From an optimization exercise on the open Yosys and OpenROAD flow, aimed at small area and a short achievable clock period; shortcuts taken in it are not production practice.
Function was checked by simulation only, so behaviour that the tests miss may differ from the original.
Power and IR drop assume default switching activity.

Setup of job 6941:
==> flow/design.v (excerpt) <==
module gshare_ras_ongorucu #(
  parameter int ADR_BIT      = 32,
  parameter int BTB_DERINLIK = 32,
  parameter int GHR_BIT      = 8,
  parameter int RAS_DERINLIK = 4,
  localparam int IDX = $clog2(BTB_DERINLIK),
  localparam int RP  = $clog2(RAS_DERINLIK)
) (
  input  logic               clk_g,
  input  logic               rst_g,
  input  logic               i_gecerli,
  input  logic [ADR_BIT-1:0] i_buyruk_adresi,
  input  logic               i_is_branch,
  input  logic               i_is_jal,
  input  logic               i_is_jalr,
  input  logic               i_is_call,
  input  logic               i_is_ret,
  input  logic               i_is_comp,
  input  logic [ADR_BIT-1:0] i_jal_hedef,
  output logic               o_gecerli,
  output logic               o_buyruk_ongoru,
  output logic [ADR_BIT-1:0] o_atlanan_adres,
  output logic [GHR_BIT-1:0] o_ghr_ckpt,
  output logic [RP:0]        o_ras_ckpt,
  input  logic               i_guncelle_gecerli,
  ...
Size: roughly 3,100 cells after synthesis, ~1,300 flip-flops, roughly 50,000 sq um of cells after synthesis.
Settings: LEC_CHECK=0, CAP_MARGIN=20, CORE_MARGIN=2, CORE_UTILIZATION=40, SETUP_SLACK_MARGIN=3.2, SLEW_MARGIN=20; clock period 5.5 ns.
standard.sh (not shown) runs the stock make flow with config.mk's settings and CLKGATE_MAP_FILE= SYNTH_SCRIPT=/design/flow/synth_recipe.tcl, a recipe that flattens the netlist after the stock synthesis.
==> flow/flow/run.sh <==
#!/bin/bash
# Standard ORFS layout, with plain buffers on the ports (instead of the delay cells
# buffer_ports picks by default) and a clock tree without dummy loads.
set -euo pipefail
export BUFFER_PORTS_ARGS="-buffer_cell sky130_fd_sc_hd__buf_2"
export CTS_ARGS="-sink_clustering_enable -repair_clock_nets -dont_use_dummy_load"
bash standard.sh finish > standard_flow.log 2>&1
Job 6941 ended with every stage complete and zero timing, DRC or antenna violations.
#### Input delta (job 3253 over job 6941)
Settings: SETUP_SLACK_MARGIN: 3.2 -> unset.
==> flow/run.sh (new file) <==
#!/bin/bash
# synth_recipe.tcl (not shown) runs the flow's synth.tcl, then flattens the netlist and writes it again
# the make line also repeats each setting of config.mk as NAME=value (left out here)
make -C /OpenROAD-flow-scripts/flow DESIGN_CONFIG=/design/flow/config.mk WORK_HOME=/design/flow/orfs CLKGATE_MAP_FILE= SYNTH_SCRIPT=/design/flow/synth_recipe.tcl finish
removed: flow/flow/run.sh
removed: flow/standard.sh
## What came out
When the final numbers for job 6941 and job 3253 were put side by side, the global-route wire length before repair turned out to be greater in job 6941.
From job 6941 to job 3253 the numbers moved as follows: clock network area share climbed 1.9 points, detailed-route wire length dropped 11%, final worst clock skew dropped 0.078 ns, setup slack dropped 1.29 ns.
Relative to job 3253, the following input files were edited for job 8507:
Settings: SETUP_SLACK_MARGIN newly set to 3.2; CTS_CLUSTER_SIZE newly set to 30; CTS_CLUSTER_DIAMETER newly set to 60.
[summary]
- Against job 3253, job 8507 comes in 5.4 points lower on sequential share of layout area.
- Minimum setup slack after placement of job 8507 is on par with job 3253.
- Job 8507 vs job 3253: aggregate routed wire length up by more than 10%
- Routing usage on met3 delta for job 8507 relative to job 3253: 0.49 points higher
- Job 8507 has total power below what job 3253 had.
- Delta(final core area utilization, job 8507 - job 3253) > 0

========
## lane 1
gshare_ras_ongorucu again, from the RTL that the note above started with.
==> flow/design.v (excerpt) <==
module gshare_ras_ongorucu #(
  parameter int ADR_BIT      = 32,
  parameter int BTB_DERINLIK = 32,
  parameter int GHR_BIT      = 8,
  parameter int RAS_DERINLIK = 4,
  localparam int IDX = $clog2(BTB_DERINLIK),
  localparam int RP  = $clog2(RAS_DERINLIK)
) (
  input  logic               clk_g,
  input  logic               rst_g,
  input  logic               i_gecerli,
  input  logic [ADR_BIT-1:0] i_buyruk_adresi,
  input  logic               i_is_branch,
  input  logic               i_is_jal,
  input  logic               i_is_jalr,
  input  logic               i_is_call,
  input  logic               i_is_ret,
  input  logic               i_is_comp,
  input  logic [ADR_BIT-1:0] i_jal_hedef,
  output logic               o_gecerli,
  output logic               o_buyruk_ongoru,
  output logic [ADR_BIT-1:0] o_atlanan_adres,
  output logic [GHR_BIT-1:0] o_ghr_ckpt,
  output logic [RP:0]        o_ras_ckpt,
  input  logic               i_guncelle_gecerli,
  input  logic [ADR_BIT-1:0] i_g_adres,
  input  logic               i_g_branch,
  input  logic               i_g_jalr,
  input  logic               i_g_atladi,
  input  logic [ADR_BIT-1:0] i_g_hedef,
  input  logic               i_g_yanlis,
  input  logic [GHR_BIT-1:0] i_g_ghr_ckpt,
  input  logic [RP:0]        i_g_ras_ckpt
);
export LEC_CHECK = 0
export CAP_MARGIN = 20
export CORE_MARGIN = 2
export CORE_UTILIZATION = 50
export CTS_CLUSTER_DIAMETER = 90
export CTS_CLUSTER_SIZE = 26
export SETUP_SLACK_MARGIN = 3.2
export SLEW_MARGIN = 20
create_clock -name core_clock -period 5.5 [get_ports {clk_g}]
run.sh (not shown) runs the stock make flow with config.mk's settings and CLKGATE_MAP_FILE= SYNTH_SCRIPT=/design/flow/synth_recipe.tcl, a recipe that flattens the netlist after the stock synthesis.
Stock flow here: none of the scripts above is used.
[inputs] lane 2 vs lane 1
--- a/flow/config.mk
+++ b/flow/config.mk
@@ -6,9 +6,10 @@
 export NUM_CORES = 4
 export LEC_CHECK = 0
+export ABC_AREA = 1
 export CAP_MARGIN = 20
 export CORE_MARGIN = 2
-export CORE_UTILIZATION = 50
+export CORE_UTILIZATION = 40
 export CTS_CLUSTER_DIAMETER = 90
 export CTS_CLUSTER_SIZE = 26
-export SETUP_SLACK_MARGIN = 3.2
+export SETUP_SLACK_MARGIN = 2.8
 export SLEW_MARGIN = 20
Findings:
For met1 layer wirelength in the final routing, dividing the value from lane 1 by the value from lane 2 gives 0.948.
Count of H-tree levels built during CTS: lane 1 vs lane 2, no meaningful difference
Lane 1 → lane 2: number of global-route vias before repair climbed 1275; power consumption dropped 0.64 mW.
On part of the power in registers: lane 2 sits above lane 1.
Looking at area of all placed cells without fillers, lane 2 sits 2.2% lower than lane 1 does.
In lane 2 the critical path arrival turned out 0.28 ns lower than in lane 1.
In the flow results for lane 1 and lane 2, the sum of buffers and inverters on the critical path is smaller on lane 2.
Lane 2 ended up with a higher well tap count than lane 1 did.
When lane 2 is measured against lane 1, its relative area of non-clock buffer cells in the final design turns out 4.6 points lower.
Clock buffer count: lane 2 < lane 1
Input-level comparison between lane 3 and lane 2:
--- a/flow/config.mk
+++ b/flow/config.mk
@@ -6,10 +6,7 @@
 export NUM_CORES = 4
 export LEC_CHECK = 0
-export ABC_AREA = 1
 export CAP_MARGIN = 20
 export CORE_MARGIN = 2
 export CORE_UTILIZATION = 40
-export CTS_CLUSTER_DIAMETER = 90
-export CTS_CLUSTER_SIZE = 26
-export SETUP_SLACK_MARGIN = 2.8
+export SETUP_SLACK_MARGIN = 3.2
 export SLEW_MARGIN = 20
Results
- [lane 3] die outline area fell about 3.4% relative to lane 2
- Cell area after synthesis (lane 3 over lane 2): decrease, about 3.4%
- Between lane 2 and lane 3, the flow reports sum of met2 wire segment lengths after detailed routing decreasing slightly.
- Lane 3 against lane 2: number of iterations in the first detailed-routing pass up 3, met1 wire length fell 1300 microns, design area increased 2500 sq um, number of fill cells went down.
- Going from lane 2 to lane 3, via count shrank by a little under 10%.
- Cmp lane 2 and lane 3 / cell count / lower: lane 3
- The number of multi-input combinational cells in the layout number comes out higher for lane 2 vs lane 3.
- Utilization after layout ended up 3.9 points higher on lane 3 than on lane 2.
- Lane 3 reports its combinational family with the most area after synthesis as compound AO/OA/AOI/OAI gates while lane 2 reports simple AND/OR/NAND/NOR gates.
Setup changes, lane 3 to lane 4
--- a/flow/config.mk
+++ b/flow/config.mk
@@ -6,7 +6,10 @@
 export NUM_CORES = 4
 export LEC_CHECK = 0
+export ABC_AREA = 1
 export CAP_MARGIN = 20
 export CORE_MARGIN = 2
 export CORE_UTILIZATION = 40
-export SETUP_SLACK_MARGIN = 3.2
+export CTS_CLUSTER_DIAMETER = 80
+export CTS_CLUSTER_SIZE = 24
+export SETUP_SLACK_MARGIN = 2.6
 export SLEW_MARGIN = 20
### Flow results
- Where design area is concerned, lane 3 is outperformed by lane 4.
- Compared with lane 3, in lane 4 via count normalized by instance count went down, sum of routed wire segments on met1 +310 microns.
- Re clock skew: lane 3 and lane 4 aren't equal, and the higher value belongs to lane 4.
- Of the two values seen for dominant combinational cell family by area after synthesis, simple AND/OR/NAND/NOR gates was produced by lane 4 and compound AO/OA/AOI/OAI gates by lane 3.

========
run 1:
Another version of the RTL of gshare_ras_ongorucu (not shown whole).
Size: about 200 I/O pins, ~0.050 mm2 of cells after synthesis.
## gshare_ras_ongorucu
module gshare_ras_ongorucu #(
  parameter int ADR_BIT      = 32,
  parameter int BTB_DERINLIK = 32,
  parameter int GHR_BIT      = 8,
  parameter int RAS_DERINLIK = 4,
  localparam int IDX = $clog2(BTB_DERINLIK),
  localparam int RP  = $clog2(RAS_DERINLIK)
) (
  input  logic               clk_g,
  input  logic               rst_g,
  input  logic               i_gecerli,
  input  logic [ADR_BIT-1:0] i_buyruk_adresi,
  input  logic               i_is_branch,
  input  logic               i_is_jal,
  input  logic               i_is_jalr,
  input  logic               i_is_call,
  input  logic               i_is_ret,
  input  logic               i_is_comp,
  input  logic [ADR_BIT-1:0] i_jal_hedef,
  output logic               o_gecerli,
  output logic               o_buyruk_ongoru,
  output logic [ADR_BIT-1:0] o_atlanan_adres,
  output logic [GHR_BIT-1:0] o_ghr_ckpt,
  output logic [RP:0]        o_ras_ckpt,
  input  logic               i_guncelle_gecerli,
  input  logic [ADR_BIT-1:0] i_g_adres,
  input  logic               i_g_branch,
  input  logic               i_g_jalr,
  input  logic               i_g_atladi,
  input  logic [ADR_BIT-1:0] i_g_hedef,
  input  logic               i_g_yanlis,
  input  logic [GHR_BIT-1:0] i_g_ghr_ckpt,
  input  logic [RP:0]        i_g_ras_ckpt
);
clock: 5.5 ns
lec_check: 0
cap_margin: 20
core_margin: 2
core_utilization: 40
cts_buf_list: sky130_fd_sc_hd__clkbuf_8
setup_slack_margin: 3.2
slew_margin: 20
Run 1 finished end to end and its layout was clean on timing, DRC and antenna.
[inputs] run 2 vs run 1
- CTS_CLUSTER_SIZE newly set to 26
- CTS_BUF_LIST removed (was sky130_fd_sc_hd__clkbuf_8)
- CTS_CLUSTER_DIAMETER newly set to 90
Findings:
Compared with run 1, run 2 shows share of total power in sequential cells higher by 5.0 points.
Run 1 has a lower non-clock buffer area fraction after layout than run 2.
Relative to run 1, clock network fraction of design power has gone down in run 2.
The kind of path behind the tightest hold check comes out register to register in one run and primary input to async pin in the other, namely in run 2 and run 1 respectively.
The shortest clock period the worst path allows after layout of run 2 exceeds that of run 1 by 48 ps.
Run 2 vs run 1 — number of setup buffers added after CTS rose 16.
Summary: final worst clock skew, run 2 better than run 1
| worst hold margin | run 2 vs run 1 | 65 ps higher |
Fill cell total of the finished layout up 40 in run 2 wrt run 1
Run 2: number of buffer and inverter instances along the worst setup path higher than run 1
Diff run 2..run 1 | cell area after synthesis | unchanged
Fraction of power spent switching nets essentially unchanged between run 2 and run 1.
The following lists how run 3 was set up differently from run 2:
- CTS_CLUSTER_SIZE: 26 -> unset
- CTS_CLUSTER_DIAMETER: 90 -> unset
Notes after the runs:
Run 3 was carried through to the last stage, and its layout satisfied the timing, DRC and antenna checks.
Between run 3 and run 2, worst setup slack is lower for run 2, run 3 comes in above that.
[run 3] number of DRC markers in iteration 0 rose 148 relative to run 2
Run 3 reports a higher clock power share than run 2 does.
The signal arrival time at the worst endpoint of run 3 falls short of that of run 2 by 60 ps.
Min multi-input combinational cell area across run 3 and run 2: run 3
Hold slack: run 3 worse than run 2
Delta (run 3 minus run 2): fraction of standard cell area in multi-input logic decreased by 0.85 points relative to the old numbers, post-route fraction of the period consumed by the critical path decreased by 0.70 points relative to the old numbers, power increased by 16% relative to the old numbers, sequential share of cell area decreased by 2.1 points relative to the old numbers.

========
Setup of build 71:
The RTL this note starts from:
==> flow/design.v <==
module gshare_ras_ongorucu #(
  parameter int ADR_BIT      = 32,
  parameter int BTB_DERINLIK = 32,
  parameter int GHR_BIT      = 8,
  parameter int RAS_DERINLIK = 4,
  localparam int IDX = $clog2(BTB_DERINLIK),
  localparam int RP  = $clog2(RAS_DERINLIK)
) (
  input  logic               clk_g,
  input  logic               rst_g,
  input  logic               i_gecerli,
  input  logic [ADR_BIT-1:0] i_buyruk_adresi,
  input  logic               i_is_branch,
  input  logic               i_is_jal,
  input  logic               i_is_jalr,
  input  logic               i_is_call,
  input  logic               i_is_ret,
  input  logic               i_is_comp,
  input  logic [ADR_BIT-1:0] i_jal_hedef,
  output logic               o_gecerli,
  output logic               o_buyruk_ongoru,
  output logic [ADR_BIT-1:0] o_atlanan_adres,
  output logic [GHR_BIT-1:0] o_ghr_ckpt,
  output logic [RP:0]        o_ras_ckpt,
  input  logic               i_guncelle_gecerli,
  input  logic [ADR_BIT-1:0] i_g_adres,
  input  logic               i_g_branch,
  input  logic               i_g_jalr,
  input  logic               i_g_atladi,
  input  logic [ADR_BIT-1:0] i_g_hedef,
  input  logic               i_g_yanlis,
  input  logic [GHR_BIT-1:0] i_g_ghr_ckpt,
  input  logic [RP:0]        i_g_ras_ckpt
);
  localparam logic [RP:0]   RAS_FULL = RAS_DERINLIK[RP:0];
  localparam logic [RP-1:0] PTR_ONE  = RP'(1);
  localparam logic [RP:0]   CNT_ONE  = (RP+1)'(1);
  logic [BTB_DERINLIK-1:0] ctr_hi, ctr_lo_n, btb_valid;
  logic [ADR_BIT-1:0] btb_target [BTB_DERINLIK];
  logic [GHR_BIT-1:0] ghr;
  logic [ADR_BIT-1:0] ras        [RAS_DERINLIK];
  logic [RAS_DERINLIK-1:0] ras_wr;
  logic [RP-1:0]      ras_ptr;
  logic [RP:0]        ras_cnt;
  logic [IDX-1:0]     p_idx, u_idx;
  logic [ADR_BIT-1:0] fall_thru, p_target, ras_top, other_tgt, btb_tgt;
  logic               p_taken, fire, repair, pop_ok, ras_hit, jalr_btb, btb_hit;
  logic [RP-1:0]      ptr_pop, ptr_nxt;
  logic [RP:0]        cnt_pop, cnt_nxt;
  logic [BTB_DERINLIK-1:0] p_dec, u_dec, p_sel;
  logic               unused_ok;
  assign repair    = i_guncelle_gecerli & i_g_yanlis;
  assign fire      = i_gecerli & ~repair;
  assign p_idx     = i_buyruk_adresi[IDX+1:2] ^ ghr[IDX-1:0];
  assign u_idx     = i_g_adres[IDX+1:2] ^ i_g_ghr_ckpt[IDX-1:0];
  assign fall_thru = i_buyruk_adresi + {{(ADR_BIT-3){1'b0}}, ~i_is_comp, i_is_comp, 1'b0};
  assign unused_ok = ^{i_g_adres[ADR_BIT-1:IDX+2], i_g_adres[1:0]};
  assign ras_top   = ras_wr[ras_ptr] ? ras[ras_ptr] : '0;
  assign ras_hit  = i_is_ret && ras_cnt != '0;
  assign jalr_btb = ~i_is_jal & i_is_jalr & ~ras_hit;
  always_comb begin
    for (int i = 0; i < BTB_DERINLIK; i++) begin
      p_dec[i] = (p_idx == IDX'(i));
      u_dec[i] = (u_idx == IDX'(i));
      p_sel[i] = p_dec[i] & btb_valid[i] & (i_is_branch ? ctr_hi[i] : jalr_btb);
    end
    btb_tgt = '0;
    for (int i = 0; i < BTB_DERINLIK; i++) btb_tgt = btb_tgt | ({ADR_BIT{p_sel[i]}} & btb_target[i]);
  end
  assign btb_hit = |p_sel;
  always_comb begin
    other_tgt = fall_thru;
    if (!i_is_branch) begin
      if (i_is_jal)                  other_tgt = i_jal_hedef;
      else if (i_is_jalr && ras_hit) other_tgt = ras_top;
    end
  end
  assign p_taken  = btb_hit | (~i_is_branch & (i_is_jal | (i_is_jalr & ras_hit)));
  assign p_target = btb_tgt | ({ADR_BIT{~btb_hit}} & other_tgt);
  always_comb begin
    pop_ok  = ras_hit;
    ptr_pop = pop_ok ? ras_ptr - PTR_ONE : ras_ptr;
    cnt_pop = pop_ok ? ras_cnt - CNT_ONE : ras_cnt;
    ptr_nxt = ptr_pop;
    cnt_nxt = cnt_pop;
    if (i_is_call) begin
      ptr_nxt = ptr_pop + PTR_ONE;
      if (cnt_pop != RAS_FULL) cnt_nxt = cnt_pop + CNT_ONE;
    end
  end
  always_ff @(posedge clk_g or negedge rst_g) begin
    if (!rst_g) begin
      ctr_hi    <= '0;
      ctr_lo_n  <= '0;
      btb_valid <= '0;
      ras_wr    <= '0;
      ghr       <= '0;
      ras_ptr   <= '0;
      ras_cnt   <= '0;
      o_gecerli <= 1'b0;
    end else begin
      for (int i = 0; i < BTB_DERINLIK; i++) begin
        if (i_guncelle_gecerli && i_g_branch && u_dec[i]) begin
          if (i_g_atladi) begin
            ctr_hi[i]   <= ctr_hi[i] | ~ctr_lo_n[i];
            ctr_lo_n[i] <= ~ctr_hi[i] & ~ctr_lo_n[i];
          end else begin
            ctr_hi[i]   <= ctr_hi[i] & ~ctr_lo_n[i];
            ctr_lo_n[i] <= ~ctr_hi[i] | ~ctr_lo_n[i];
          end
        end
        if (i_guncelle_gecerli && (i_g_atladi || i_g_jalr) && u_dec[i]) btb_valid[i] <= 1'b1;
      end
      if (repair) begin
        ghr     <= i_g_branch ? {i_g_ghr_ckpt[GHR_BIT-2:0], i_g_atladi} : i_g_ghr_ckpt;
        ras_ptr <= i_g_ras_ckpt[RP:1];
        ras_cnt <= i_g_ras_ckpt[0] ? RAS_FULL : '0;
      end else if (fire) begin
        if (i_is_branch) ghr <= {ghr[GHR_BIT-2:0], p_taken};
        if (i_is_call) ras_wr[ptr_nxt] <= 1'b1;
        ras_ptr <= ptr_nxt;
        ras_cnt <= cnt_nxt;
      end
      o_gecerli <= fire;
    end
  end
  always_ff @(posedge clk_g) begin
    for (int i = 0; i < BTB_DERINLIK; i++)
      if (i_guncelle_gecerli && (i_g_atladi || i_g_jalr) && u_dec[i]) btb_target[i] <= i_g_hedef;
    if (fire && i_is_call) ras[ptr_nxt] <= fall_thru;
  end
  always_ff @(posedge clk_g) begin
    o_buyruk_ongoru <= p_taken;
    o_atlanan_adres <= p_target;
    o_ghr_ckpt      <= ghr;
    o_ras_ckpt      <= {ras_ptr, ras_cnt != '0};
  end
endmodule
Settings: LEC_CHECK=0, CAP_MARGIN=20, CORE_MARGIN=2, CORE_UTILIZATION=40, CTS_CLUSTER_DIAMETER=90, CTS_CLUSTER_SIZE=26, SETUP_SLACK_MARGIN=3.2, SLEW_MARGIN=20; clock period 5.5 ns.
Every stage of the flow completed for build 71, and the final layout passed the timing, DRC and antenna checks.
What build 28 does differently from build 71 at the input level:
-- flow/config.mk --
<<< build 71, line 8
>>> build 28, line 8
export ABC_AREA = 1
Results
Power, build 71 and build 28, lower one = build 71. A capturing instance or port of the critical path of o_atlanan_adres[28]$_DFF_P_ is what build 71 shows, while o_atlanan_adres[12]$_DFF_P_ belongs to build 28. Build 28 vs. build 71: relative area of non-clock buffer cells in the final design went up by 2.1 points. Summary — via count, build 28 relative to build 71: higher, by 5507.
[inputs] build 64 vs build 28
-- flow/config.mk --
<<< build 28, line 8
export ABC_AREA = 1
>>> build 64, line 8
<<< build 28, line 14
export SETUP_SLACK_MARGIN = 3.2
>>> build 64, line 13
export SETUP_SLACK_MARGIN = 4.0
==> comparison <==
Side by side, area growth from synthesis to layout turned out higher in build 64 than in build 28. Summary of build 64 over build 28: number of filler instances in the final layout went down; count of inserted antenna diode cells went up; logic gate share of total power went up.

afterwards: timing with drivers on the ports:
No port has a modelled driver above. Below, the same layouts with a new extraction and two added sets of constraints.
Step 1: set_driving_cell puts a clkbuf_16 on clk_g and a buf_2 on each other input, an assumption about the parent block.
Step 2 times the ports against the registers' clock, not the clock port: input delays grow and output delays shrink by t, the midpoint of the rising clock arrivals with the driver on.
Three values: ideal, step 1, step 2; two values: the first two.
run	t, ns	setup slack, ns	worst setup path at the end	latest minus earliest clock arrival (ns)	worst register clock-pin slew, ns
job 6941	0.790	2.583 / 2.611 / 1.821	input to register	0.103 / 0.103	0.06 / 0.06
job 3253	0.803	1.292 / 1.327 / 0.524	input to register	0.027 / 0.027	0.07 / 0.07
job 8507	0.772	2.574 / 2.617 / 1.846	input to register	0.047 / 0.047	0.10 / 0.10
lane 1	0.782	2.497 / 2.497 / 1.741	input to register	0.042 / 0.042	0.11 / 0.11
lane 2	0.788	2.774 / 2.766 / 2.034	input to register	0.047 / 0.046	0.11 / 0.11
lane 3	0.801	2.611 / 2.619 / 1.817	input to register	0.030 / 0.029	0.06 / 0.06
lane 4	0.738	2.596 / 2.592 / 1.898	input to register	0.045 / 0.045	0.10 / 0.10
run 1	0.961	2.215 / 2.215 / 1.352	input to register	0.049 / 0.050	0.07 / 0.07
run 2	0.773	2.167 / 2.191 / 1.418	input to register	0.041 / 0.042	0.11 / 0.11
run 3	0.829	2.205 / 2.215 / 1.420	input to register	0.044 / 0.044	0.07 / 0.07
build 71	0.792	2.637 / 2.654 / 1.862	input to register	0.042 / 0.042	0.11 / 0.11
build 28	0.786	2.849 / 2.877 / 2.111	input to register	0.031 / 0.031	0.11 / 0.11
build 64	0.834	2.479 / 2.479 / 1.703	input to register	0.081 / 0.082	0.12 / 0.12
After both steps setup and hold are still met in every run listed. For run 1, which loses most, drivers alone change the setup slack by 0.000 ns; drivers and shift together by -0.863 ns.
